Background: an optimization exercise with open tools, aiming at small area, a short achievable clock period and few clock cycles per item. Do not read the settings as production practice.
Function was checked by simulation only, so behaviour that the tests miss may differ from the original.
Power figures rest on the tool's default switching activity, not on a simulated workload.

run 1:
## tga_truecolor_rle_decoder_core
module tga_truecolor_rle_decoder_core (
  input  logic        clk,
  input  logic        rst,
  input  logic        byte_valid,
  output logic        byte_stall,
  input  logic [7:0]  data_byte,
  input  logic        start_of_file,
  output logic        result_valid,
  input  logic        result_stall,
  output logic [1:0]  result_kind,
  output logic [31:0] pixel_rgba,
  output logic [15:0] dest_row,
  output logic [15:0] dest_column,
  output logic [7:0]  run_length,
  output logic [15:0] image_width,
  output logic [15:0] image_height,
  output logic        image_done
);
For scale: ~160 flip-flops, roughly 120 I/O pins, ~10000 µm² of cells after synthesis.
clock: 7.5 ns
lec_check: 0
cap_margin: 20
core_margin: 2
core_utilization: 40
cts_buf_list: sky130_fd_sc_hd__clkbuf_8
setup_slack_margin: 4.1
slew_margin: 20
standard.sh (not shown) runs the stock make flow with config.mk's settings and CLKGATE_MAP_FILE= SYNTH_SCRIPT=/design/flow/synth_recipe.tcl, a recipe that flattens the netlist after the stock synthesis.
==> flow/flow/run.sh <==
#!/bin/bash
# The standard layout, with plain buf_1 cells as the port buffers (the
# default picks a clkdlybuf4s50_1 delay cell for every port).  Repair still
# upsizes any port buffer that timing needs.
set -euo pipefail
export BUFFER_PORTS_ARGS="-buffer_cell sky130_fd_sc_hd__buf_1"
bash standard.sh > standard_flow.log 2>&1
Run 1: done, clean on timing, DRC and antenna
Testbench counts of run 1, summed over its fixed seeds: cycles 128,553, bytes 128,035.
The inputs of run 2 differ from those of run 1 as listed below.
diff --git a/flow/config.mk b/flow/config.mk
--- a/flow/config.mk
+++ b/flow/config.mk
@@ -11,2 +11 @@
-export CTS_BUF_LIST = sky130_fd_sc_hd__clkbuf_8
-export SETUP_SLACK_MARGIN = 4.1
+export SETUP_SLACK_MARGIN = 4.2
--- outcome ---
In the reports for run 1 and run 2, the larger final instance area belongs to run 2. Run 1 has a lower total design power than run 2. Relative to run 1, first-pass GRT wire length has gone up in run 2. Where clock period minus final worst setup slack is concerned, run 1 is better than run 2. Of run 1 and run 2, the run reporting the lower global-route usage was run 1. Cmp run 1 and run 2 / global-route track usage on met1 / higher: run 1. Run 2 ends up with a final setup slack of the worst path that is 20 ps lower than in run 1. Run 1 → run 2: clock power share rose 5.0 points, total detailed-routing wirelength now sits higher, routability congestion estimate from global placement decreased 0.44%. Critical path arrival in run 2 vs run 1: up 20 ps.
Here is what was changed in the inputs of run 3 compared with run 2.
diff --git a/flow/config.mk b/flow/config.mk
--- a/flow/config.mk
+++ b/flow/config.mk
@@ -11 +11 @@
-export SETUP_SLACK_MARGIN = 4.2
+export SETUP_SLACK_MARGIN = 4.1
==> comparison <==
Run 3 completed; timing, DRC and antenna clean. Taking run 2 as the reference, in run 3 fraction of power spent switching nets down 1.2 points; final design utilization saw a decrease; share of the final layout cell area in sequential cells now sits higher; clock network power share shows an increase of 1.6 points. met3 usage in global routing in run 3 is 0.43 points lower than in run 2. When the final numbers for run 3 and run 2 were put side by side, the number of global-route vias before repair turned out to be smaller in run 3. Diff run 2 -> run 3: total wire length after detailed routing decreased by 410 µm relative to the old numbers; maximum clock frequency stayed essentially flat.
Input-level comparison between run 4 and run 3:
diff --git a/flow/config.mk b/flow/config.mk
--- a/flow/config.mk
+++ b/flow/config.mk
@@ -11 +11 @@
-export SETUP_SLACK_MARGIN = 4.1
+export SETUP_SLACK_MARGIN = 4.3
### Flow results
Run 4: full flow OK, the timing, DRC and antenna checks passed
The cell-internal power in run 4 was lower than what run 3 gave.
Cell area after layout in run 4 is about 2.2% above run 3.
Run 4 reports a higher average detailed-routed wire length per instance than run 3 does.
In run 4 the worst setup slack after placement turned out 45 ps higher than in run 3.

== v11 ==
tga_truecolor_rle_decoder_core, a different RTL version from the one above (not shown whole).
For scale: roughly 980 cells after synthesis, ~160 flip-flops, roughly 120 I/O pins, about 0.0096 mm² of cells after synthesis.
Settings: LEC_CHECK=0, CAP_MARGIN=20, CORE_MARGIN=2, CORE_UTILIZATION=40, CTS_BUF_LIST=sky130_fd_sc_hd__clkbuf_8, SETUP_SLACK_MARGIN=4.0, SLEW_MARGIN=20; clock period 7.5 ns.
Scripts as last shown in full above: flow/flow/run.sh
Testbench counts of v11, summed over its fixed seeds: cycles 128,614, bytes 128,035.
Modified inputs, v18 compared to v11
Settings: changing SETUP_SLACK_MARGIN from 4.0 to 4.1.
--- a/flow/flow/run.sh
+++ b/flow/flow/run.sh
@@ -5,3 +5,5 @@
 set -euo pipefail
 export BUFFER_PORTS_ARGS="-buffer_cell sky130_fd_sc_hd__buf_1"
+# byte_stall follows result_stall through one gate: keep their pins together
+export PLACE_PINS_ARGS="-group_pins {result_stall byte_stall}"
 bash standard.sh > standard_flow.log 2>&1
### Flow results
The clock latency on the worst-skew pair on v18 is in line with that on v11. The sequential logic power of v18 and that of v11 are within noise of each other. Comparing v11 and v18, switching power is lower on v11. v18 against v11; routed wire length is up slightly. Maximum single-stage delay on the critical path: v18 lower than v11. Between v11 and v18, the difference in global-route usage is negligible. Any difference in total power between v11 and v18 is small enough to ignore. v11 reports its critical path's slowest cell as sky130_fd_sc_hd__nor2_4 while v18 reports sky130_fd_sc_hd__buf_2. First-pass GRT wire length delta (v18 -> v11): insignificant. Changes observed in v18 relative to v11: worst hold margin held steady, length of routed wiring on met1 grew by about 2.6%, final critical-path setup slack grew by 0.11 ns.
--- input diff v18..v44 ---
Settings: changing SETUP_SLACK_MARGIN from 4.1 to 4.2.
--- a/flow/flow/run.sh
+++ b/flow/flow/run.sh
@@ -5,5 +5,3 @@
 set -euo pipefail
 export BUFFER_PORTS_ARGS="-buffer_cell sky130_fd_sc_hd__buf_1"
-# byte_stall follows result_stall through one gate: keep their pins together
-export PLACE_PINS_ARGS="-group_pins {result_stall byte_stall}"
 bash standard.sh > standard_flow.log 2>&1
Results
Internal power contribution in v44 vs v18: up about 0.9%
Compared with v18, v44 improves register-to-register slack.
v18 | status: complete | timing, DRC, antenna: pass
v44: done, clean on timing, DRC and antenna
Smallest setup slack after layout: lower on v44
Comparing v44 and v18, the higher fraction of area in registers was measured on v18.
Summary of v44 over v18: non-clock buffer count in the final layout now sits lower, final HPWL from detailed placement now sits higher, met3 routing resource usage after global routing now sits lower.
v44 and v18 ended up with roughly the same number of placed cells counting well taps.
v44 does better than v18 on via count.
diff inputs: v44 => v36
Settings: SETUP_SLACK_MARGIN: 4.2 -> 4.1.
==> comparison <==
Comparing the two runs side by side, v36 comes out behind v44 on minimum setup slack after placement. Relative to v44, the post-layout total power measured on v36 has decreased slightly. Diff v44 -> v36 | number of DRC violations after detailed-routing iteration 0 | decrease of 7.9%. Summary of the comparison: proportion of power drawn by the clock network is lower in v36, relative to v44. Fraction of area in registers: v36 vs v44 up 0.24 points. Diff v44 -> v36: routed wire length saw a decrease, register-to-register slack saw a decrease, proportion of power drawn by combinational gates saw little to no change. Global-route wire length before repair: v36 better than v44.

-- separate check: timing with driven ports --
Ports are ideal in the flow. The routed layouts listed here were re-timed in OpenROAD.
Step 1 (the two cells are an assumption about what drives the block):
set clk [get_ports {clk}]
set_driving_cell -lib_cell sky130_fd_sc_hd__clkbuf_16 $clk
set_driving_cell -lib_cell sky130_fd_sc_hd__buf_2 [delete_from_list [all_inputs] $clk]
Step 2 adds t to the input delays and takes it off the output delays; t is the mean of the earliest and latest rising clock arrival at the registers after step 1. Input paths then give back, and output paths get back, about the clock's delay inside the block.
Slacks: ideal ports / drivers / drivers and shift; pairs: ideal ports / drivers.
| run | t (ns) | setup WS [ns] | worst setup path at the end | worst register clock-pin slew, ns |
|---|---|---|---|---|
| run 1 | 0.517 | 4.095 / 4.016 / 3.643 | input to register | 0.11 / 0.11 |
| run 2 | 0.474 | 4.075 / 4.003 / 3.674 | input to register | 0.08 / 0.08 |
| run 3 | 0.482 | 4.074 / 4.001 / 3.708 | input to register | 0.08 / 0.08 |
| run 4 | 0.479 | 4.123 / 4.047 / 3.727 | input to register | 0.07 / 0.07 |
| v11 | 0.513 | 4.024 / 3.992 / 3.591 | input to register | 0.12 / 0.12 |
| v18 | 0.522 | 4.129 / 4.097 / 3.675 | input to register | 0.11 / 0.11 |
| v44 | 0.526 | 4.113 / 4.065 / 3.691 | input to register | 0.12 / 0.12 |
| v36 | 0.514 | 4.130 / 4.098 / 3.692 | input to register | 0.12 / 0.12 |
After both steps every run listed still meets setup and hold. The setup slack of v18, which loses most, moves by -0.032 ns with the drivers and by -0.454 ns with both steps.
